Background: an optimization exercise with open tools, aiming at small area. Do not read the settings as production practice. Function was checked by simulation only, so behaviour that the tests miss may differ from the original. Power and IR drop assume default switching activity.

== job 5073 ==
==> flow/design.v <==
package mhpq_pkg;
  localparam int unsigned KeyW   = 32;
  localparam int unsigned EntryW = 8;
  localparam logic [1:0] ST_OK    = 2'd0;
  localparam logic [1:0] ST_FULL  = 2'd1;
  localparam logic [1:0] ST_EMPTY = 2'd2;
endpackage
module max_heap_priority_queue #(
  parameter int unsigned CAPACITY = 128
) (
  input  logic                clk_i,
  input  logic                rst_ni,
  input  logic                start,
  output logic                busy,
  input  logic [32:0]         word_i,
  output logic                done_o,
  output logic [41:0]         result_o
);
  localparam int unsigned HiW = 7;
  localparam int unsigned LoW = 25;
  localparam int unsigned UBits = 2 * CAPACITY;
  typedef enum logic [1:0] {
    S_IDLE  = 2'd0,
    S_UPASS = 2'd1,
    S_LPASS = 2'd2,
    S_OUT   = 2'd3
  } state_e;
  state_e            state_q, state_d;
  logic [7:0]        ph_q;
  logic [7:0]        count_q, count_d;
  logic              full_q, full_d;
  logic              rep_q, rep_d;
  logic [HiW-1:0]    hi_q, hi_d;       
  logic [HiW-1:0]    key_hi_q, key_hi_d;
  logic [LoW-1:0]    lo_q, lo_d;       
  logic              ubit_q;           
  logic              ins_q, ins_d;     
  logic [7:0]        zeros_q, zeros_d;
  logic [7:0]        ones_q, ones_d;
  logic [6:0]        r1_q, r1_d, r2_q, r2_d;
  logic [CAPACITY*LoW-1:0] lring_q;
  logic [UBits-1:0]        uring_q;
  logic [LoW-1:0]    l_out, l_in;
  logic              u_out, u_in, u_eff;
  logic              take, empty, in_range, del, u_ins, l_ins, thru;
  logic [6:0]        slot;
  assign l_out = lring_q[CAPACITY*LoW-1 -: LoW];
  assign u_out = uring_q[UBits-1];
  assign slot  = ph_q[6:0];
  assign empty = count_q == 8'd0;
  assign busy = !(state_q == S_IDLE && ph_q == 8'd255);
  assign take = start && !busy;
  assign in_range = !zeros_q[7];
  assign del      = rep_q && (ones_q == count_q - 8'd1);
  assign u_eff    = u_out && !empty && in_range && !del;
  assign u_ins    = !ins_q && in_range && (zeros_q[6:0] == key_hi_q);
  assign l_ins = !ins_q && (slot >= r1_q) && ((slot >= r2_q) || (l_out > lo_q));
  assign thru  = l_ins || ins_q;
  always_comb begin
    state_d  = state_q;
    count_d  = count_q;
    full_d   = full_q;
    rep_d    = rep_q;
    hi_d     = hi_q;
    key_hi_d = key_hi_q;
    lo_d     = lo_q;
    ins_d    = ins_q;
    zeros_d  = zeros_q;
    ones_d   = ones_q;
    r1_d     = r1_q;
    r2_d     = r2_q;
    u_in     = u_out;
    l_in     = l_out;
    unique case (state_q)
      S_IDLE: begin
        ins_d   = 1'b0;
        zeros_d = '0;
        ones_d  = '0;
        if (take) begin
          rep_d    = word_i[32];
          key_hi_d = {~word_i[31], word_i[30:LoW]};
          lo_d     = word_i[LoW-1:0];
          full_d   = 1'b0;
          state_d  = S_UPASS;
          if (!word_i[32] && count_q[7]) begin
            full_d  = 1'b1;
            state_d = S_OUT;
          end
          if (word_i[32] && empty) begin
            state_d = S_OUT;
          end
        end
      end
      S_UPASS: begin
        if (u_ins) begin
          u_in  = 1'b1;
          ins_d = 1'b1;
          r1_d  = ones_q[6:0];
        end else if (ins_q) begin
          u_in = ubit_q;
        end else begin
          u_in = u_eff;
        end
        if (u_ins || u_eff) begin
          hi_d = zeros_q[6:0];
        end
        if (!u_eff && in_range) begin
          zeros_d = zeros_q + 8'd1;
          if (zeros_q[6:0] == key_hi_q) begin
            r2_d = ones_q[6:0];
          end
        end
        if (u_eff) begin
          ones_d = ones_q + 8'd1;
        end
        if (ph_q == 8'd255) begin
          state_d = S_LPASS;
          ins_d   = 1'b0;
          if (!rep_q) begin
            count_d = count_q + 8'd1;
          end
        end
      end
      S_LPASS: begin
        if (thru) begin
          l_in = lo_q;
          lo_d = l_out;
          ins_d = 1'b1;
        end
        if (slot == 7'd127) begin
          state_d = S_OUT;
        end
      end
      S_OUT: begin
        if (slot == count_q[6:0] - 7'd1) begin
          state_d = S_IDLE;
        end
      end
      default: begin
        state_d = S_IDLE;
      end
    endcase
  end
  always_ff @(posedge clk_i or negedge rst_ni) begin
    if (!rst_ni) begin
      state_q  <= S_IDLE;
      ph_q     <= '0;
      count_q  <= '0;
      full_q   <= 1'b0;
      hi_q     <= 7'h40;
    end else begin
      state_q  <= state_d;
      ph_q     <= ph_q + 8'd1;
      count_q  <= count_d;
      full_q   <= full_d;
      hi_q     <= hi_d;
    end
  end
  always_ff @(posedge clk_i) begin
    lring_q  <= {lring_q[(CAPACITY-1)*LoW-1:0], l_in};
    uring_q  <= {uring_q[UBits-2:0], u_in};
    ubit_q   <= u_eff;
    rep_q    <= rep_d;
    key_hi_q <= key_hi_d;
    lo_q     <= lo_d;
    ins_q    <= ins_d;
    zeros_q  <= zeros_d;
    ones_q   <= ones_d;
    r1_q     <= r1_d;
    r2_q     <= r2_d;
  end
  assign done_o   = state_q == S_OUT && slot == count_q[6:0] - 7'd1;
  assign result_o = {empty, full_q, ~hi_q[6], hi_q[5:0], l_out & {LoW{!empty}}, count_q};
endmodule
==> flow/config.mk <==
export PLATFORM = sky130hd
export DESIGN_NAME = max_heap_priority_queue
export DESIGN_NICKNAME = max_heap_priority_queue
export VERILOG_FILES = /design/flow/design.v
export SDC_FILE = /design/flow/constraint.sdc
export NUM_CORES = 4
export LEC_CHECK = 0
export CAP_MARGIN = 20
export CORE_MARGIN = 2
export CORE_UTILIZATION = 72
export SLEW_MARGIN = 20
==> flow/constraint.sdc <==
create_clock -name core_clock -period 12.0 [get_ports {clk_i}]
set_input_delay 2.4000 -clock core_clock [delete_from_list [all_inputs] [get_ports {clk_i}]]
set_output_delay 2.4000 -clock core_clock [all_outputs]
set_load 0.01 [all_outputs]
standard.sh (not shown) runs the stock make flow with config.mk's settings and CLKGATE_MAP_FILE= SYNTH_SCRIPT=/design/flow/synth_recipe.tcl, a recipe that flattens the netlist after the stock synthesis.
==> flow/flow/run.sh <==
#!/bin/bash
# The standard layout (standard.sh) with two changes passed through ORFS's own
# variables: the port buffers use the smallest buffer cell, and clock tree
# synthesis uses clkbuf_8 leaf clusters without dummy loads.
set -euo pipefail
export BUFFER_PORTS_ARGS="-buffer_cell sky130_fd_sc_hd__buf_1"
export CTS_ARGS="-sink_clustering_enable -repair_clock_nets -dont_use_dummy_load -buf_list sky130_fd_sc_hd__clkbuf_8 -sink_clustering_size 20 -sink_clustering_max_diameter 60"
bash standard.sh finish > standard_flow.log 2>&1
Every stage of the flow completed for job 5073, and the final layout passed the timing, DRC and antenna checks.
diff inputs: job 5073 => job 4887
Settings: CORE_UTILIZATION: 72 -> 40.
==> flow/run.sh (new file) <==
#!/bin/bash
# synth_recipe.tcl (not shown) runs the flow's synth.tcl, then flattens the netlist and writes it again
# the make line also repeats each setting of config.mk as NAME=value (left out here)
make -C /OpenROAD-flow-scripts/flow DESIGN_CONFIG=/design/flow/config.mk WORK_HOME=/design/flow/orfs CLKGATE_MAP_FILE= SYNTH_SCRIPT=/design/flow/synth_recipe.tcl finish
removed: flow/flow/run.sh
removed: flow/standard.sh
Run comparison: job 4887 global-route layer with the greatest usage met2; job 5073 global-route layer with the greatest usage met1
NOTE row count job 5073->job 4887 increased by more than a quarter
Met2 routing resource usage after global routing: job 4887 lower than job 5073
Compare job 5073 and job 4887 | met1 track demand over resource in global routing higher: job 5073
Taking job 4887 over job 5073, the area of the die ratio works out to 1.8.
Reported for job 5073 and job 4887, summed instance area of the synthesized netlist turned out identical to the last digit.
Global-route usage is higher on job 5073
Job 5073 reached the final stage; the timing, DRC and antenna checks on its layout passed.
Looking at the reports, job 4887 completed the entire flow and the layout it produced met the timing, DRC and antenna checks.
The smallest hold slack of job 4887 exceeds that of job 5073 by 0.0082 ns.
Diff job 5073..job 4887 | area used by multi-input combinational logic | negligible
Side by side, via count turned out higher in job 4887 than in job 5073.
In job 4887, the total leakage power came out 3.9 nW above the value in job 5073.
Modified inputs, job 8691 compared to job 4887
Settings: CORE_UTILIZATION now 65, was 40.
==> flow/flow/run.sh (new file) <==
#!/bin/bash
# The standard layout (standard.sh) with two changes passed through ORFS's own
# variables: the port buffers use the smallest buffer cell, and clock tree
# synthesis uses clkbuf_8 leaf clusters without dummy loads.
set -euo pipefail
export BUFFER_PORTS_ARGS="-buffer_cell sky130_fd_sc_hd__buf_1"
export CTS_ARGS="-sink_clustering_enable -repair_clock_nets -dont_use_dummy_load -buf_list sky130_fd_sc_hd__clkbuf_8 -sink_clustering_size 20 -sink_clustering_max_diameter 60"
bash standard.sh finish > standard_flow.log 2>&1
==> flow/standard.sh (new file) <==
#!/bin/bash
# synth_recipe.tcl (not shown) runs the flow's synth.tcl, then flattens the netlist and writes it again
# the make line also repeats each setting of config.mk as NAME=value (left out here)
make -C /OpenROAD-flow-scripts/flow DESIGN_CONFIG=/design/flow/config.mk WORK_HOME=/design/flow/orfs CLKGATE_MAP_FILE= SYNTH_SCRIPT=/design/flow/synth_recipe.tcl "${@:-finish}"
removed: flow/run.sh
## What came out
- Cmp job 8691 vs job 4887: area added between synthesis and finish lower in job 8691
- Switching portion of total power delta (job 4887 -> job 8691): insignificant
- Reported max-cap violation count came out exactly the same in job 8691 and job 4887.
- Comparing job 8691 and job 4887, the higher cell count was measured on job 4887.
- Job 8691 ends up with lower layout buffering overhead excluding clock cells than job 4887 does.
- From job 4887 to job 8691, aggregate global routing overflow did not move at all.
- Compared with job 4887, in job 8691 worst setup slack rose by 0.53 ns, worst-case clock buffer depth lost 1, wire length of the first global-routing pass went down.
- In job 8691 the share of power burned in registers turned out 18 points higher than in job 4887.
The inputs of job 1814 differ from those of job 8691 as listed below.
Settings: a change of CORE_UTILIZATION from 65 to 40; an added CTS_CLUSTER_DIAMETER of 60; an added CTS_BUF_LIST of sky130_fd_sc_hd__clkbuf_8; an added CTS_CLUSTER_SIZE of 20.
==> flow/run.sh (new file) <==
#!/bin/bash
# synth_recipe.tcl (not shown) runs the flow's synth.tcl, then flattens the netlist and writes it again
# the make line also repeats each setting of config.mk as NAME=value (left out here)
make -C /OpenROAD-flow-scripts/flow DESIGN_CONFIG=/design/flow/config.mk WORK_HOME=/design/flow/orfs CLKGATE_MAP_FILE= SYNTH_SCRIPT=/design/flow/synth_recipe.tcl finish
removed: flow/flow/run.sh
removed: flow/standard.sh
Job 1814: no failed stages, no open violations at the end. Relative contribution of the clock network to total power up 2.0 points in job 1814 wrt job 8691. Job 1814 vs job 8691: largest stage delay on the critical path up in job 1814. Diff job 8691 -> job 1814: share of the cycle needed by the critical path after routing shows an increase of 4.7 points, floorplan die area up about 60%, clock power picked up an extra about 10%, cell count climbed 18%.
For job 8323, these inputs were changed with respect to job 1814:
Settings: CORE_UTILIZATION now 80, was 40.
--- outcome ---
- Compared with job 1814, in job 8323 number of flip-flops and latches in the synthesized netlist closely matched the old numbers; complex-gate fraction of the synthesized area closely matched the old numbers.
- Starting density of the core (higher): job 8323
- In terms of post-synth net total, job 8323 and job 1814 differ only marginally.
- In job 8323, routability-driven placement congestion ratio is higher than in job 1814.
- Comparing job 8323 and job 1814, the one run not ending clean was job 8323.
- Job 8323 did not run to completion, as it errored out during detailed placement.
- Job 8323 vs job 1814 — die span in y dropped by more than a quarter
- Number of rows in the core area (job 8323 vs. job 1814) decreases by more than a quarter

## what the ideal ports hide
No port has a modelled driver above. Below, the same layouts with a new extraction and two added sets of constraints.
Step 1, drivers: a clkbuf_16 drives clk_i and a buf_2 each remaining input, both assumed.
Step 2 times the ports against the registers' clock, not the clock port: input delays grow and output delays shrink by t, the midpoint of the rising clock arrivals with the driver on.
Slacks: no drivers / after step 1 / after step 2; pairs: no drivers / after step 1.
| run | t (ns) | setup WS [ns] | hold slack, ns |
|---|---|---|---|
| job 5073 | 0.918 | 6.374 / 6.307 / 7.226 | 0.274 / 0.274 / 0.274 |
| job 4887 | 0.960 | 5.961 / 5.876 / 6.836 | 0.283 / 0.283 / 0.283 |
| job 8691 | 0.900 | 6.491 / 6.424 / 7.324 | 0.273 / 0.273 / 0.273 |
| job 1814 | 0.994 | 5.932 / 5.853 / 6.846 | 0.299 / 0.299 / 0.299 |
After both steps every run listed still meets setup and hold.
